Source: an optimization exercise on an open RTL-to-GDS flow (aim: small area, a short achievable clock period and few clock cycles per item). Production flows keep margins and buffers that such runs may drop. At most, simulation tests tie the RTL to the original design; equivalence was not proved.

## stepper_ramp_pwm_rate_generator_top
module stepper_ramp_pwm_rate_generator_top #(
    parameter int K = 2
) (
    input  wire logic        clk,
    input  wire logic        rst_n,
    input  wire logic        cfg_we,
    input  wire logic [1:0]  cfg_addr,
    input  wire logic [27:0] cfg_wdata,
    input  wire logic        s_tvalid,
    output logic             s_tready,
    input  wire logic [55:0] s_tdata,
    output logic             m_tvalid,
    input  wire logic        m_tready,
    output logic [63:0]      m_tdata
);
Size in the first run: about 2100 cells after synthesis, roughly 160 I/O pins, roughly 19000 sq um of cells after synthesis.
Settings: LEC_CHECK=0, CAP_MARGIN=20, CORE_MARGIN=2, CORE_UTILIZATION=40, SLEW_MARGIN=20; clock period 8.0 ns.
run.sh (not shown) runs the stock make flow with config.mk's settings and CLKGATE_MAP_FILE= SYNTH_SCRIPT=/design/flow/synth_recipe.tcl, a recipe that flattens the netlist after the stock synthesis.
The first run completed without violations.
Rerun with:
--- a/flow/design.v
+++ b/flow/design.v
@@ -37,15 +37,15 @@
 `default_nettype wire
 `default_nettype none
 `default_nettype wire
 `default_nettype none
 `default_nettype wire
 `default_nettype none
 module stepper_ramp_pwm_rate_generator_top #(
-    parameter int K = 2
+    parameter int K = 4
 ) (
     input  wire logic        clk,
     input  wire logic        rst_n,
     input  wire logic        cfg_we,
     input  wire logic [1:0]  cfg_addr,
     input  wire logic [27:0] cfg_wdata,
     input  wire logic        s_tvalid,
After rerunning: This time the run ran to the end with violations: setup timing; area after synthesis went up by a little under a tenth; worst setup slack loses 2.2 ns; utilization went up by 4.3 points; sequential share of layout area shrinks by 4.7 points; global-route usage rises by 1.2 points; hold slack is about the same; die area climbs by a little under a tenth; wire length went up by about a fifth; non-clock buffer count rises by 209; synthesized cell count went up by a little under a tenth; count of clock-buffer cells in the layout went down by 7.
No functional check of the RTL was part of any run of this note.

Setup of violet:
stepper_ramp_pwm_rate_generator_top, a different RTL version from the one above (not shown whole).
Size: about 2800 cells after synthesis.
Settings: LEC_CHECK=0, ABC_CLOCK_PERIOD_IN_PS=5000, CAP_MARGIN=20, CORE_MARGIN=2, CORE_UTILIZATION=40, CTS_BUF_LIST=sky130_fd_sc_hd__clkbuf_4 sky130_fd_sc_hd__clkbuf_8, CTS_CLUSTER_SIZE=30, SETUP_SLACK_MARGIN=3.0, SLEW_MARGIN=20; clock period 8.0 ns.
violet finished all stages; however, its layout fails the closing checks, the failures being negative setup slack.
Relative to violet, the following input files were edited for willow:
diff --git a/flow/design.v b/flow/design.v
--- a/flow/design.v
+++ b/flow/design.v
@@ -240,32 +240,26 @@
     logic        chk_reg;      
     logic        fin_reg;
     logic [2:0]  cnt_reg;      
     logic [2:0]  last_grp;     
     logic [15:0] den_reg;
     logic [17:0] den3_reg;     
     logic [15:0] rem_reg;
     logic [27:0] quo_reg;
     logic [3:0]  nb_reg;       
     logic        top_f;        
-    logic        f_c4;
-    logic [16:0] f_sum;
-    logic [15:0] den_run;      
     logic        done;         
     logic        hold;         
     logic [31:0] dividend;
     assign dividend = {sys_clock_reg, 4'b0000};
-    assign last_grp = lowm_reg ? 3'd1 : (full_reg ? 3'd0 : 3'd4);
-    assign den_run  = dcl_reg ? max_rate_reg : cur_reg;
-    assign f_c4     = ({1'b0, sys_clock_reg[11:8]} + {1'b0, den_run[3:0]}) >= 5'd16;
-    assign f_sum    = {1'b0, rem_reg} + {5'd0, den_run[15:4]} + {16'd0, f_c4};
-    assign top_f    = (f_sum >= {1'b0, den_run});
+    assign last_grp = lowm_reg ? 3'd1 : (full_reg ? 3'd0 : 3'd3);
+    assign top_f    = (quo_reg[3:0] == 4'hf);
     logic        zero;
     logic        ovf;
     logic        fit24;
     logic        fit20;
     logic        fit16;
     always_comb
     begin
         zero  = (den_reg == 16'd0);
         ovf   = (den_reg[15:4] == 12'd0) && (sys_clock_reg[27:24] >= den_reg[3:0]);
         fit24 = (den_reg[15:8] != 8'd0) || (sys_clock_reg[27:20] < den_reg[7:0]);
@@ -326,51 +320,53 @@
         else if (fit24)
         begin
             cnt_next = 3'd5;
             rem_jmp  = {8'd0, sys_clock_reg[27:20]};
         end
         else
         begin
             cnt_next = 3'd6;
             rem_jmp  = {12'd0, sys_clock_reg[27:24]};
         end
-        if (!jump)
+        if (chk_reg && top_f)
+            cnt_next = cnt_reg;
+        else if (!jump)
             cnt_next = cnt_reg - 3'd1;
     end
     always_ff @(posedge clk)
     begin
         nb_reg <= dividend[{cnt_next, 2'b11} -: 4];
         if (jmp_reg && !(chk_reg && top_f))
             den3_reg <= {2'b00, den_reg} + {1'b0, den_reg, 1'b0};
         if (jump)
         begin
             rem_reg <= rem_jmp;
             quo_reg <= '0;
         end
-        else
+        else if (!(chk_reg && top_f))
         begin
             rem_reg <= rem_c;
             if (!hold)
                 quo_reg <= {quo_reg[23:0], qb_c};
         end
         if (jump || zfast)
         begin
             dcl_reg  <= dcl_pend;
             z_reg    <= zero || zfast;
             ov_reg   <= ovf;
             lowm_reg <= fit16 || fit20;
             full_reg <= 1'b0;
         end
         else if (chk_reg && top_f)
             full_reg <= 1'b1;
         if (chk_reg && top_f)
-            den_reg <= den_run;
+            den_reg <= dcl_reg ? max_rate_reg : cur_reg;
         else if (load)
             den_reg <= rate_next;
         else if (clp_reg && fit16)
             den_reg <= max_rate_reg;
         if (load)
             dcl_pend <= 1'b0;
         else if (clp_reg && fit16)
             dcl_pend <= 1'b1;
     end
     logic [15:0] qw;
@@ -378,21 +374,21 @@
     logic [11:0] qx;
     logic        cc;
     logic [12:0] dv;
     logic        hi;
     logic [11:0] div_o;
     logic [15:0] wrap_o;
     always_comb
     begin
         qw    = quo_reg[15:0];
         wlow  = (qw < 16'd11) ? 16'd10 : qw - 16'd1;
-        qx    = full_reg ? quo_reg[27:16] : quo_reg[11:0];
+        qx    = full_reg ? quo_reg[27:16] : quo_reg[15:4];
         cc    = full_reg && (quo_reg[11:0] >= ~qx);
         dv    = {1'b0, qx} + {12'd0, cc};
         hi    = ov_reg || (dv > 13'd4080);
         if (lowm_reg)
         begin
             div_o  = 12'd16;
             wrap_o = wlow;
         end
         else
         begin
willow completed end to end with timing, DRC and antenna clean.
violet ended up with fa_2 as its standard cell with the maximum stage delay on the critical path; willow ended up with o41a_1.
willow vs violet: violation count after the first detailed-routing iteration down in willow
Register fraction of the total cell area in willow is 1.9 points higher than in violet
Data arrival time of the critical path came out lower on willow than on violet.
Between violet and willow, the difference in clock-pin slew reported for the worst setup and hold paths after clock tree synthesis is negligible.
Fraction of area in multi-input gates for willow: 0.46 points down relative to violet
No functional check of the RTL was part of any run of this note.

harbor:
stepper_ramp_pwm_rate_generator_top, a different RTL version from the one above (not shown whole).
Size in the first run: ~3,000 cells after synthesis, about 310 flip-flops, roughly 160 I/O pins.
Design stepper_ramp_pwm_rate_generator_top, start of the top module:
module stepper_ramp_pwm_rate_generator_top (
    input  wire logic        clk,
    input  wire logic        rst_n,
    input  wire logic        cfg_we,
    input  wire logic [1:0]  cfg_addr,
    input  wire logic [27:0] cfg_wdata,
    input  wire logic        s_tvalid,
    output logic             s_tready,
    input  wire logic [55:0] s_tdata,
    output logic             m_tvalid,
    input  wire logic        m_tready,
    output logic [63:0]      m_tdata
);
clock: 8.0 ns
lec_check: 0
cap_margin: 20
core_margin: 2
core_utilization: 40
cts_buf_list: sky130_fd_sc_hd__clkbuf_4 sky130_fd_sc_hd__clkbuf_8
cts_cluster_size: 30
setup_slack_margin: 2.5
slew_margin: 20
standard.sh (not shown) runs the stock make flow with config.mk's settings and CLKGATE_MAP_FILE= SYNTH_SCRIPT=/design/flow/synth_recipe.tcl, a recipe that flattens the netlist after the stock synthesis.
==> flow/flow/run.sh <==
#!/bin/bash
# Standard layout, except that the port buffers are the smallest plain
# buffer (buf_1) instead of the delay buffer buffer_ports picks by default.
set -euo pipefail
export BUFFER_PORTS_ARGS="-buffer_cell sky130_fd_sc_hd__buf_1"
bash standard.sh > orfs_make.log 2>&1
Testbench counts of harbor, summed over its fixed seeds: cycles 6,059, items 2,000.
## Diff of input files: fjord against harbor
diff --git a/flow/design.v b/flow/design.v
--- a/flow/design.v
+++ b/flow/design.v
@@ -144,13 +144,13 @@
     end
     assign f_tick = f_need && (vis_reg == 2'd2) && el_ge_reg && !el_sg_reg;
     always_ff @(posedge clk)
     begin
         f_need    <= (in_op == 2'd1) && running_reg && below_reg;
         f_req_lt  <= in_req < max_rate_reg;
-        f_sc_lt   <= step_clamp < in_req;
+        f_sc_lt   <= (ramp_step_reg < in_req) || (max_rate_reg < in_req);
         f_sum_ge  <= sum >= {1'b0, tgt_reg};
     end
     logic [15:0] req_clamp;
     logic [15:0] start_rate;
     logic [15:0] tick_rate;
     logic [15:0] rate_next;
@@ -291,32 +291,16 @@
         for (int i = 1; i >= 0; i--)
         begin
             sh = {rem_c, nb_reg[2*i+1], nb_reg[2*i]};
             d1 = {1'b0, sh} - {3'b000, den_reg};
             d2 = {1'b0, sh} - {2'b00, den_reg, 1'b0};
             d3 = {1'b0, sh} - {1'b0, den3_reg};
-            if (!d3[18])
-            begin
-                qb_c[2*i+1 -: 2] = 2'd3;
-                rem_c            = d3[15:0];
-            end
-            else if (!d2[18])
-            begin
-                qb_c[2*i+1 -: 2] = 2'd2;
-                rem_c            = d2[15:0];
-            end
-            else if (!d1[18])
-            begin
-                qb_c[2*i+1 -: 2] = 2'd1;
-                rem_c            = d1[15:0];
-            end
-            else
-            begin
-                qb_c[2*i+1 -: 2] = 2'd0;
-                rem_c            = sh[15:0];
-            end
+            qb_c[2*i+1] = !d2[18];
+            qb_c[2*i]   = !d3[18] || (d2[18] && !d1[18]);
+            rem_c = ({16{!d3[18]}} & d3[15:0]) | ({16{d3[18] && !d2[18]}} & d2[15:0])
+                  | ({16{d2[18] && !d1[18]}} & d1[15:0]) | ({16{d1[18]}} & sh[15:0]);
         end
     end
     logic [2:0]  cnt_next;
     logic [15:0] rem_jmp;
     function automatic logic [15:0] rem_at(input logic [1:0] code, input logic [27:0] sc);
         case (code)
@@ -406,13 +390,13 @@
         qm    = quo_reg;
         if (!full_reg && !lc_reg[0])
             qm[15:12] = 4'd0;
         if (lc_reg != 2'd3)
             qm[27:24] = 4'd0;
         qw    = qm[15:0];
-        wlow  = (qw < 16'd11) ? 16'd10 : qw - 16'd1;
+        wlow  = ((qw < 16'd11) ? 16'd11 : qw) - 16'd1;
         qx    = full_reg ? qm[27:16] : qm[15:4];
         cc    = full_reg && (qm[11:0] >= ~qx);
         dv    = {1'b0, qx} + {12'd0, cc};
         hi    = ov_reg || (dv > 13'd4080);
         if (lowm_reg)
         begin
Summary: with harbor as the reference, total CTS buffers in fjord moved up slightly. Of fjord and harbor, it is fjord that has the higher fraction of area in registers. For the portion of the clock cycle consumed by the worst path in the final layout, fjord came in 4.2 points higher than harbor did. For effective utilization at floorplan, harbor and fjord come out practically identical. Compared with harbor, fjord shows a placed cell count that is 5.3% lower. fjord — count of clock-buffer cells in the layout 3 higher, harbor as reference. In fjord relative to harbor, non-clock buffer count in the final layout had gone up by a few percent. harbor and fjord ended up with nearly the same total number of H-tree levels. When fjord is set beside harbor, its count of TritonRoute iterations in the first routing pass turns out to be 1 smaller. harbor has higher synthesized cell count than fjord. Lower register area share after synthesis among harbor and fjord: harbor.
The RTL of fjord was laid out without a check of its function.

[re-timing with driven ports]
No port has a modelled driver above. Below, the same layouts with a new extraction and two added sets of constraints. Step 1 (the two cells are an assumption about what drives the block):
set clk [get_ports {clk}]
set_driving_cell -lib_cell sky130_fd_sc_hd__clkbuf_16 $clk
set_driving_cell -lib_cell sky130_fd_sc_hd__buf_2 [delete_from_list [all_inputs] $clk]
Step 2 adds t to the input delays and takes it off the output delays; t is the mean of the earliest and latest rising clock arrival at the registers after step 1. Input paths then give back, and output paths get back, about the clock's delay inside the block. Slacks: ideal ports / drivers / drivers and shift; pairs: ideal ports / drivers.
run | t, ns | setup slack, ns | hold slack, ns | slew at the worst register clock pin (ns)
the first run of note 1 | 0.592 | 1.487 / 1.522 / 0.930 | 0.447 / 0.447 / 0.447 | 0.06 / 0.06
the second run of note 1 | 0.603 | -0.741 / -0.741 / -0.741 | 0.449 / 0.449 / 0.449 | 0.06 / 0.06
violet | 0.703 | -0.037 / -0.094 / 0.073 | 0.437 / 0.437 / 0.437 | 0.07 / 0.07
willow | 0.698 | 2.439 / 2.439 / 2.439 | 0.428 / 0.428 / 0.428 | 0.07 / 0.07
harbor | 0.716 | 2.556 / 2.556 / 2.054 | 0.448 / 0.448 / 0.448 | 0.08 / 0.08
fjord | 0.720 | 2.222 / 2.222 / 1.684 | 0.443 / 0.443 / 0.443 | 0.07 / 0.07
The setup slack of the first run of note 1, which loses most, moves by +0.035 ns with the drivers and by -0.557 ns with both steps.
